Source: an optimization exercise on an open RTL-to-GDS flow (aim: small area, a short achievable clock period and few clock cycles per item). Production flows keep margins and buffers that such runs may drop.
RTL that was checked went through simulation tests only; none was proved equivalent to the original.
No activity file was given, so power comes from the tool's default toggle rates.

== the baseline ==
// comp_mult_top
module comp_mult_top
#(
    parameter logic [15:0] APB_BASE = '0   
) (
    input  logic        clk,
    input  logic        rst_n,
    input  logic [15:0] paddr,
    input  logic        pwrite,
    input  logic [15:0] pwdata,
    input  logic        psel,
    output logic        pready,
    output logic [15:0] prdata,
    output logic        pslverr,
    output logic        mem_ce,
    output logic        mem_we,
    output logic [15:0] mem_addr,
    output logic [7:0]  mem_wr_data,
    input  logic [7:0]  mem_rd_data
);
Size: ~1200 cells after synthesis, roughly 200 flip-flops, ~88 I/O pins, about 0.010 mm2 of cells after synthesis.
Settings: LEC_CHECK=0, ABC_AREA=1, CAP_MARGIN=20, CORE_MARGIN=2, CORE_UTILIZATION=40, CTS_BUF_LIST=sky130_fd_sc_hd__clkbuf_16, CTS_CLUSTER_DIAMETER=150, CTS_CLUSTER_SIZE=24, SETUP_SLACK_MARGIN=4.0, SLEW_MARGIN=20; clock period 6.5 ns.
standard.sh (not shown) runs the stock make flow with config.mk's settings and CLKGATE_MAP_FILE= SYNTH_SCRIPT=/design/flow/synth_recipe.tcl, a recipe that flattens the netlist after the stock synthesis.
==> flow/flow/run.sh <==
#!/bin/bash
# standard layout, with plain buffers on the ports
set -euo pipefail
bash standard.sh BUFFER_PORTS_ARGS="-buffer_cell sky130_fd_sc_hd__buf_2" finish > standard.log 2>&1
Testbench counts of the baseline, summed over its fixed seeds: cycles 22,492, items 2,070.
Input-level comparison between the candidate and the baseline:
diff --git a/flow/design.v b/flow/design.v
--- a/flow/design.v
+++ b/flow/design.v
@@ -68,27 +68,28 @@
     assign in_range = (ofs_full[15:3] == 13'd0);
     assign ofs      = ofs_full[2:0];
     always_comb begin
         case (ofs)
             3'd0, 3'd1, 3'd2, 3'd3, 3'd4: acc_ok = pwrite;
             3'd5:                         acc_ok = 1'b1;
             3'd6:                         acc_ok = ~pwrite;
             default:                      acc_ok = 1'b0;
         endcase
     end
     assign wr_en = psel & pwrite & in_range & acc_ok;
     logic [15:0] wdat;
+    logic [7:0]  wd_next;
     logic        w_op1, w_op2, w_res, w_num, w_clr;
     always_ff @(posedge clk) begin
-        wdat    <= pwdata;
+        wdat    <= {pwdata[15:8], busy ? wd_next : pwdata[7:0]};
         w_op1   <= wr_en & (ofs == 3'd0);
         w_op2   <= wr_en & (ofs == 3'd1);
         w_res   <= wr_en & (ofs == 3'd2);
         w_clr   <= wr_en & (ofs == 3'd5) & ~pwdata[0];
     end
     always_ff @(posedge clk or negedge rst_n) begin
         if (!rst_n)
             w_num <= 1'b0;
         else
             w_num <= wr_en & (ofs == 3'd3);
     end
     logic go;
@@ -283,32 +284,31 @@
                 pn[i] = p[i] & p[i-d];
             end
             g = gn;
             p = pn;
         end
         sum = acc_in ^ p_ext ^ {g[15:0], 1'b0};
     end
     always_ff @(posedge clk) begin
         prod <= psum;
         acc <= sum;
         if (s[0] | s[6]) res <= acc;
     end
-    logic [7:0] wd_q;
     logic [7:0] res_top, acc_top;
     assign res_top = {6'd0, res[16], res[16]};
     assign acc_top = {6'd0, acc[16], acc[16]};
-    always_ff @(posedge clk) begin
+    always_comb begin
         if (lastf)
-            wd_q <= ({8{s[0]}} & acc[7:0])
+            wd_next = ({8{s[0]}} & acc[7:0])
                   | ({8{s[1]}} & res[15:8])
                   | ({8{s[2]}} & res_top)
                   | ({8{s[3]}} & sum[7:0])
                   | ({8{s[4]}} & acc[15:8])
                   | ({8{s[5]}} & acc_top);
         else
-            wd_q <= ({8{s[3]}} & res[7:0])
+            wd_next = ({8{s[3]}} & res[7:0])
                   | ({8{s[4] | s[7]}} & res[15:8])
                   | ({8{s[5] | s[8]}} & res_top)
                   | ({8{s[6]}} & acc[7:0]);
     end
-    assign mem_wr_data = wd_q;
+    assign mem_wr_data = wdat[7:0];
 endmodule
The baseline has a lower share of power burned in the clock network than the candidate.
The candidate vs. the baseline: share of the synthesized area in compound gates (AO/OA/AOI/OAI) moved down, maximum fanout count along the critical path saw a decrease, final critical-path setup slack now smaller, final cell count climbed about 2%, clock network area share now sits higher.
Fmax delta (the candidate -> the baseline): insignificant
Area after synthesis (the candidate over the baseline): increase, 110 um2
Buffer and inverter count on the worst path: lower on the candidate
For the candidate, only the layout was checked, not whether the RTL still works.

---

== v6 ==
The RTL this note starts from:
==> flow/design.v <==
`timescale 1ns/1ps
package cmul_types_pkg;
    localparam int ELEM_W    = 8;    
    localparam int RES_W     = 18;   
    localparam int RES_BYTES = 3;    
    localparam int ADDR_W    = 16;   
    localparam int REG_W     = 16;   
    typedef logic signed [ELEM_W-1:0] elem_t;       
    typedef logic signed [RES_W-1:0]  res_t;        
    typedef logic [ADDR_W-1:0]        addr_t;       
    typedef logic [REG_W-1:0]         reg_t;        
    typedef logic [2:0]               byte_cnt_t;   
endpackage
`timescale 1ns/1ps
package cmul_regmap_pkg;
    typedef enum logic [2:0] {
        OFS_OP1    = 3'd0,   
        OFS_OP2    = 3'd1,   
        OFS_RES    = 3'd2,   
        OFS_NUM_OP = 3'd3,   
        OFS_START  = 3'd4,   
        OFS_STATUS = 3'd5,   
        OFS_STATE  = 3'd6    
    } reg_offset_e;
    localparam int STS_DONE_BIT = 0;
    typedef enum logic [1:0] {
        ST_IDLE   = 2'd0,
        ST_RD_OPS = 2'd1,   
        ST_WORK   = 2'd2,   
        ST_WR_RES = 2'd3    
    } ctrl_state_e;
    localparam int OP_RD_BYTES  = 4;   
    localparam int RES_WR_BYTES = 6;   
    localparam int OP_STRIDE    = 2;   
    localparam int RES_STRIDE   = 6;   
endpackage
`timescale 1ns/1ps
module comp_mult_top
#(
    parameter logic [15:0] APB_BASE = '0   
) (
    input  logic        clk,
    input  logic        rst_n,
    input  logic [15:0] paddr,
    input  logic        pwrite,
    input  logic [15:0] pwdata,
    input  logic        psel,
    output logic        pready,
    output logic [15:0] prdata,
    output logic        pslverr,
    output logic        mem_ce,
    output logic        mem_we,
    output logic [15:0] mem_addr,
    output logic [7:0]  mem_wr_data,
    input  logic [7:0]  mem_rd_data
);
    logic [15:0] ofs_full;
    logic [2:0]  ofs;
    logic        in_range;
    logic        acc_ok;
    logic        wr_en;
    logic [15:0] num;        
    logic        num_nz;     
    logic        busy;       
    logic        done;
    logic        rd_q;       
    assign ofs_full = paddr - APB_BASE;
    assign in_range = (ofs_full[15:3] == 13'd0);
    assign ofs      = ofs_full[2:0];
    always_comb begin
        case (ofs)
            3'd0, 3'd1, 3'd2, 3'd3, 3'd4: acc_ok = pwrite;
            3'd5:                         acc_ok = 1'b1;
            3'd6:                         acc_ok = ~pwrite;
            default:                      acc_ok = 1'b0;
        endcase
    end
    assign wr_en = psel & pwrite & in_range & acc_ok;
    logic [15:0] wdat;
    logic        w_op1, w_op2, w_res, w_num, w_clr;
    always_ff @(posedge clk) begin
        wdat    <= pwdata;
        w_op1   <= wr_en & (ofs == 3'd0);
        w_op2   <= wr_en & (ofs == 3'd1);
        w_res   <= wr_en & (ofs == 3'd2);
        w_clr   <= wr_en & (ofs == 3'd5) & ~pwdata[0];
    end
    always_ff @(posedge clk or negedge rst_n) begin
        if (!rst_n)
            w_num <= 1'b0;
        else
            w_num <= wr_en & (ofs == 3'd3);
    end
    logic go;
    assign go     = wr_en & (ofs == 3'd4) & pwdata[0] & ~busy
                  & (w_num ? (wdat != 16'd0) : num_nz);
    assign pready = 1'b1;
    assign prdata = {15'd0, rd_q};
    always_ff @(posedge clk) begin
        rd_q <= ofs[1] ? busy : (done & ~w_clr);
    end
    logic [4:0]  jc;
    logic [9:0]  s;          
    logic        lastf;      
    logic        f0;         
    logic        fend;
    logic        fin;
    assign s[0] = ~jc[4] & ~jc[0];
    assign s[1] =  jc[0] & ~jc[1];
    assign s[2] =  jc[1] & ~jc[2];
    assign s[3] =  jc[2] & ~jc[3];
    assign s[4] =  jc[3] & ~jc[4];
    assign s[5] =  jc[4] &  jc[0];
    assign s[6] = ~jc[0] &  jc[1];
    assign s[7] = ~jc[1] &  jc[2];
    assign s[8] = ~jc[2] &  jc[3];
    assign s[9] = ~jc[3] &  jc[4];
    assign fend = lastf ? s[7] : s[9];
    assign fin  = busy & lastf & fend;
    logic       o_ce, o_we;
    logic       rd_n;
    logic [5:0] wb_n;
    logic       wr_n;
    assign rd_n = go | (busy & ~lastf & (s[0] | s[1] | s[2] | (s[9] & num_nz)));
    assign wb_n = {6{busy}} & (lastf ? {s[6:4], s[2:0]} : ({6{~f0}} & s[8:3]));
    assign wr_n = |wb_n;
    always_ff @(posedge clk or negedge rst_n) begin
        if (!rst_n) begin
            o_ce <= 1'b0;
            o_we <= 1'b0;
        end else begin
            o_ce <= rd_n | wr_n;
            o_we <= wr_n;
        end
    end
    assign mem_ce = o_ce;
    assign mem_we = o_we;
    logic [15:0] cur_ptr, nx1_ptr, nx2_ptr;
    logic [15:0] nxt;
    logic        rot;    
    assign nxt = cur_ptr + {15'd0, o_ce};   
    assign mem_addr = cur_ptr;
    always_ff @(posedge clk) begin
        rot <= busy & ~lastf & (s[0] | s[2] | (s[8] & num_nz));   
        if (w_op1)
            cur_ptr <= wdat;
        else
            cur_ptr <= rot ? nx1_ptr : nxt;
        if (w_op2)
            nx1_ptr <= wdat;
        else if (rot)
            nx1_ptr <= nx2_ptr;
        if (w_res)
            nx2_ptr <= wdat;
        else if (rot)
            nx2_ptr <= nxt;
        if (w_num)
            num <= wdat;
        else if (busy & ~lastf & s[3])
            num <= num - 16'd1;
    end
    always_ff @(posedge clk) begin
        if (go) begin
            jc    <= 5'd0;
            f0    <= 1'b1;
            lastf <= 1'b0;
        end else if (fend) begin
            jc    <= 5'd0;
            f0    <= 1'b0;
            lastf <= ~num_nz;
        end else begin
            jc    <= {jc[3:0], ~jc[4]};
        end
    end
    always_ff @(posedge clk or negedge rst_n) begin
        if (!rst_n) begin
            num_nz  <= 1'b0;
            busy    <= 1'b0;
            done    <= 1'b0;
            pslverr <= 1'b0;
        end else begin
            pslverr <= psel & ~(in_range & acc_ok);
            if (w_num)
                num_nz <= (wdat != 16'd0);
            else if (busy & ~lastf & s[3])
                num_nz <= (num != 16'd1);                           
            if (go)
                busy <= 1'b1;
            else if (fin)
                busy <= 1'b0;
            if (fin)
                done <= 1'b1;
            else if (w_clr)
                done <= 1'b0;
        end
    end
    logic signed [7:0]  mb;     
    logic signed [7:0]  na;     
    logic signed [7:0]  opc;    
    logic signed [7:0]  opd;    
    logic signed [11:0] prod;   
    logic               p_hi;   
    logic signed [16:0] acc;    
    logic signed [16:0] res;    
    always_ff @(posedge clk) begin
        if (s[1])
            na <= mem_rd_data;
        else if (s[0] | s[6])
            na <= mb;
        if (s[2])
            mb <= mem_rd_data;
        else if (s[0] | s[6])
            mb <= na;
        if (s[3]) opc <= mem_rd_data;
        if (s[4]) opd <= mem_rd_data;
    end
    logic [7:0] mcand;
    assign mcand = mb;
    logic [1:0] bneg, bone, btwo;
    logic       acc_first;           
    logic       nx_d, nx_hi, nx_neg, nx_none;
    logic [7:0] nx_src;
    logic [3:0] nx_nib;
    logic       nx_m1;
    logic [2:0] trip0, trip1;
    assign nx_d   = s[6] | s[7] | s[0] | s[1];
    assign nx_hi  = s[5] | s[7] | s[9] | s[1];
    assign nx_neg = s[0] | s[1];
    assign nx_src = nx_d ? opd : opc;
    assign nx_nib = nx_hi ? nx_src[7:4] : nx_src[3:0];
    assign nx_m1  = nx_hi & nx_src[3];
    assign nx_none = s[2] | s[3];
    assign trip0  = {nx_nib[1:0], nx_m1} & {3{~nx_none}};
    assign trip1  = nx_nib[3:1] & {3{~nx_none}};
    always_ff @(posedge clk) begin
        bone[0]   <= trip0[1] ^ trip0[0];
        btwo[0]   <= (trip0[2] & ~trip0[1] & ~trip0[0]) | (~trip0[2] & trip0[1] & trip0[0]);
        bneg[0]   <= (trip0[2] & ~(trip0[1] & trip0[0])) ^ nx_neg;
        bone[1]   <= trip1[1] ^ trip1[0];
        btwo[1]   <= (trip1[2] & ~trip1[1] & ~trip1[0]) | (~trip1[2] & trip1[1] & trip1[0]);
        bneg[1]   <= (trip1[2] & ~(trip1[1] & trip1[0])) ^ nx_neg;
        p_hi      <= s[6] | s[8] | s[0] | s[2];
        acc_first <= s[5] | s[9];                                   
    end
    logic [8:0]  pm0, pm1, px0, px1;
    logic [11:0] row0, row1, row2;
    assign pm0  = bone[0] ? {mcand[7], mcand} : (btwo[0] ? {mcand, 1'b0} : 9'd0);
    assign pm1  = bone[1] ? {mcand[7], mcand} : (btwo[1] ? {mcand, 1'b0} : 9'd0);
    assign px0  = pm0 ^ {9{bneg[0]}};
    assign px1  = pm1 ^ {9{bneg[1]}};
    assign row0 = {{3{px0[8]}}, px0};
    assign row1 = {px1[8], px1, 1'b0, bneg[0]};
    assign row2 = {9'd0, bneg[1], 2'b00};
    logic [11:0] ca, cb, psum;
    assign ca = row0 ^ row1 ^ row2;
    assign cb = {(row0[10:0] & row1[10:0]) | (row0[10:0] & row2[10:0]) | (row1[10:0] & row2[10:0]), 1'b0};
    always_comb begin
        logic [11:0] g, p, gn, pn;
        g = ca & cb;
        p = ca ^ cb;
        for (int d = 1; d < 12; d = d * 2) begin
            gn = g;
            pn = p;
            for (int i = d; i < 12; i++) begin
                gn[i] = g[i] | (p[i] & g[i-d]);
                pn[i] = p[i] & p[i-d];
            end
            g = gn;
            p = pn;
        end
        psum = ca ^ cb ^ {g[10:0], 1'b0};
    end
    logic signed [16:0] acc_in;
    logic signed [16:0] p_ext;
    logic signed [16:0] sum;
    assign acc_in = acc_first ? 17'sd0 : acc;
    assign p_ext  = p_hi ? {prod[11], prod, 4'd0} : {{5{prod[11]}}, prod};
    always_comb begin
        logic [16:0] g, p, gn, pn;
        g = acc_in & p_ext;
        p = acc_in ^ p_ext;
        for (int d = 1; d < 17; d = d * 2) begin
            gn = g;
            pn = p;
            for (int i = d; i < 17; i++) begin
                gn[i] = g[i] | (p[i] & g[i-d]);
                pn[i] = p[i] & p[i-d];
            end
            g = gn;
            p = pn;
        end
        sum = acc_in ^ p_ext ^ {g[15:0], 1'b0};
    end
    always_ff @(posedge clk) begin
        prod <= psum;
        acc <= sum;
        if (s[0] | s[6] | (lastf & s[4])) res <= acc;
    end
    logic [7:0] wd_q;
    logic [7:0] res_top;
    assign res_top = {6'd0, res[16], res[16]};
    always_ff @(posedge clk) begin
        wd_q <= ({8{~lastf & s[3]}} & res[7:0])
              | ({8{lastf ? (s[1] | s[5]) : (s[4] | s[7])}} & res[15:8])
              | ({8{lastf ? (s[2] | s[6]) : (s[5] | s[8])}} & res_top)
              | ({8{lastf ? (s[0] | s[4]) : s[6]}} & acc[7:0]);
    end
    assign mem_wr_data = wd_q;
endmodule
clock: 6.5 ns
lec_check: 0
abc_area: 1
cap_margin: 20
core_margin: 2
core_utilization: 40
cts_buf_list: sky130_fd_sc_hd__clkbuf_16
cts_cluster_diameter: 180
cts_cluster_size: 28
place_density: 0.7
setup_slack_margin: 3.95
slew_margin: 20
Scripts as last shown in full above: flow/flow/run.sh
The inputs of v7 differ from those of v6 as listed below.
diff --git a/flow/design.v b/flow/design.v
--- a/flow/design.v
+++ b/flow/design.v
@@ -114,16 +114,16 @@
     assign s[6] = ~jc[0] &  jc[1];
     assign s[7] = ~jc[1] &  jc[2];
     assign s[8] = ~jc[2] &  jc[3];
     assign s[9] = ~jc[3] &  jc[4];
-    assign fend = lastf ? s[7] : s[9];
+    assign fend = s[9];
     assign fin  = busy & lastf & fend;
     logic       o_ce, o_we;
     logic       rd_n;
     logic [5:0] wb_n;
     logic       wr_n;
     assign rd_n = go | (busy & ~lastf & (s[0] | s[1] | s[2] | (s[9] & num_nz)));
-    assign wb_n = {6{busy}} & (lastf ? {s[6:4], s[2:0]} : ({6{~f0}} & s[8:3]));
+    assign wb_n = {6{busy & ~f0}} & s[8:3];
     assign wr_n = |wb_n;
     always_ff @(posedge clk or negedge rst_n) begin
         if (!rst_n) begin
             o_ce <= 1'b0;
@@ -193,30 +193,23 @@
             else if (w_clr)
                 done <= 1'b0;
         end
     end
-    logic signed [7:0]  mb;     
-    logic signed [7:0]  na;     
+    logic signed [7:0]  opa;    
+    logic signed [7:0]  opb;    
     logic signed [7:0]  opc;    
     logic signed [7:0]  opd;    
     logic signed [11:0] prod;   
     logic               p_hi;   
     logic signed [16:0] acc;    
     logic signed [16:0] res;    
     always_ff @(posedge clk) begin
-        if (s[1])
-            na <= mem_rd_data;
-        else if (s[0] | s[6])
-            na <= mb;
-        if (s[2])
-            mb <= mem_rd_data;
-        else if (s[0] | s[6])
-            mb <= na;
+        if (s[1]) opa <= mem_rd_data;
+        if (s[2]) opb <= mem_rd_data;
         if (s[3]) opc <= mem_rd_data;
         if (s[4]) opd <= mem_rd_data;
     end
     logic [7:0] mcand;
-    assign mcand = mb;
     logic [1:0] bneg, bone, btwo;
     logic       acc_first;           
     logic       nx_d, nx_hi, nx_neg, nx_none;
     logic [7:0] nx_src;
@@ -232,8 +225,9 @@
     assign nx_none = s[2] | s[3];
     assign trip0  = {nx_nib[1:0], nx_m1} & {3{~nx_none}};
     assign trip1  = nx_nib[3:1] & {3{~nx_none}};
     always_ff @(posedge clk) begin
+        mcand     <= (s[4] | s[5] | s[0] | s[1]) ? opb : opa;
         bone[0]   <= trip0[1] ^ trip0[0];
         btwo[0]   <= (trip0[2] & ~trip0[1] & ~trip0[0]) | (~trip0[2] & trip0[1] & trip0[0]);
         bneg[0]   <= (trip0[2] & ~(trip0[1] & trip0[0])) ^ nx_neg;
         bone[1]   <= trip1[1] ^ trip1[0];
@@ -293,17 +287,17 @@
     end
     always_ff @(posedge clk) begin
         prod <= psum;
         acc <= sum;
-        if (s[0] | s[6] | (lastf & s[4])) res <= acc;
+        if (s[0] | s[6]) res <= acc;
     end
     logic [7:0] wd_q;
     logic [7:0] res_top;
     assign res_top = {6'd0, res[16], res[16]};
     always_ff @(posedge clk) begin
-        wd_q <= ({8{~lastf & s[3]}} & res[7:0])
-              | ({8{lastf ? (s[1] | s[5]) : (s[4] | s[7])}} & res[15:8])
-              | ({8{lastf ? (s[2] | s[6]) : (s[5] | s[8])}} & res_top)
-              | ({8{lastf ? (s[0] | s[4]) : s[6]}} & acc[7:0]);
+        wd_q <= ({8{s[3]}} & res[7:0])
+              | ({8{s[4] | s[7]}} & res[15:8])
+              | ({8{s[5] | s[8]}} & res_top)
+              | ({8{s[6]}} & acc[7:0]);
     end
     assign mem_wr_data = wd_q;
 endmodule
## What came out
- Comparing v7 and v6, the higher sequential share of layout area is on v7.
- Looking only at initial standard-cell utilization of the core, and setting everything else aside, the lower value of v7 and v6 goes to v7.
- Final cell count was lower in v7 than in v6.
- Against v6, total power draw in v7 came out better.
- Number of DRC markers after the initial detailed-route iteration was higher in the run labelled v6.
- The via count of the first global-routing pass of v7 and that of v6 are within noise of each other.
- Cell count after synthesis delta (v6 -> v7): insignificant
No run of this note included a check of the RTL's function; only the layout flow was run.

re-timing with driven ports:
The flow's constraints put no driver on any port. The routed layouts listed below were extracted and timed again, unchanged, in two steps. Step 1 assumes that a clkbuf_16 drives the clock port and a buf_2 every other input. Step 2 also shifts input and output timing later by t, the mid clock arrival at the registers, as if the neighbouring blocks saw the same clock. Three values: no drivers, after step 1, after step 2; two values: the first two.
run	t, ns	setup slack, ns	hold WS [ns]	pins driven straight from the clock port
the baseline	0.514	4.068 / 4.039 / 3.764	0.419 / 0.419 / 0.419	1
the candidate	0.482	4.064 / 4.018 / 3.823	0.426 / 0.426 / 0.426	1
v6	0.485	4.071 / 4.061 / 3.852	0.431 / 0.431 / 0.431	1
v7	0.501	4.088 / 4.042 / 3.830	0.438 / 0.438 / 0.438	1
After both steps every run listed still meets setup and hold. For the baseline, which loses most, drivers alone change the setup slack by -0.029 ns; drivers and shift together by -0.304 ns.
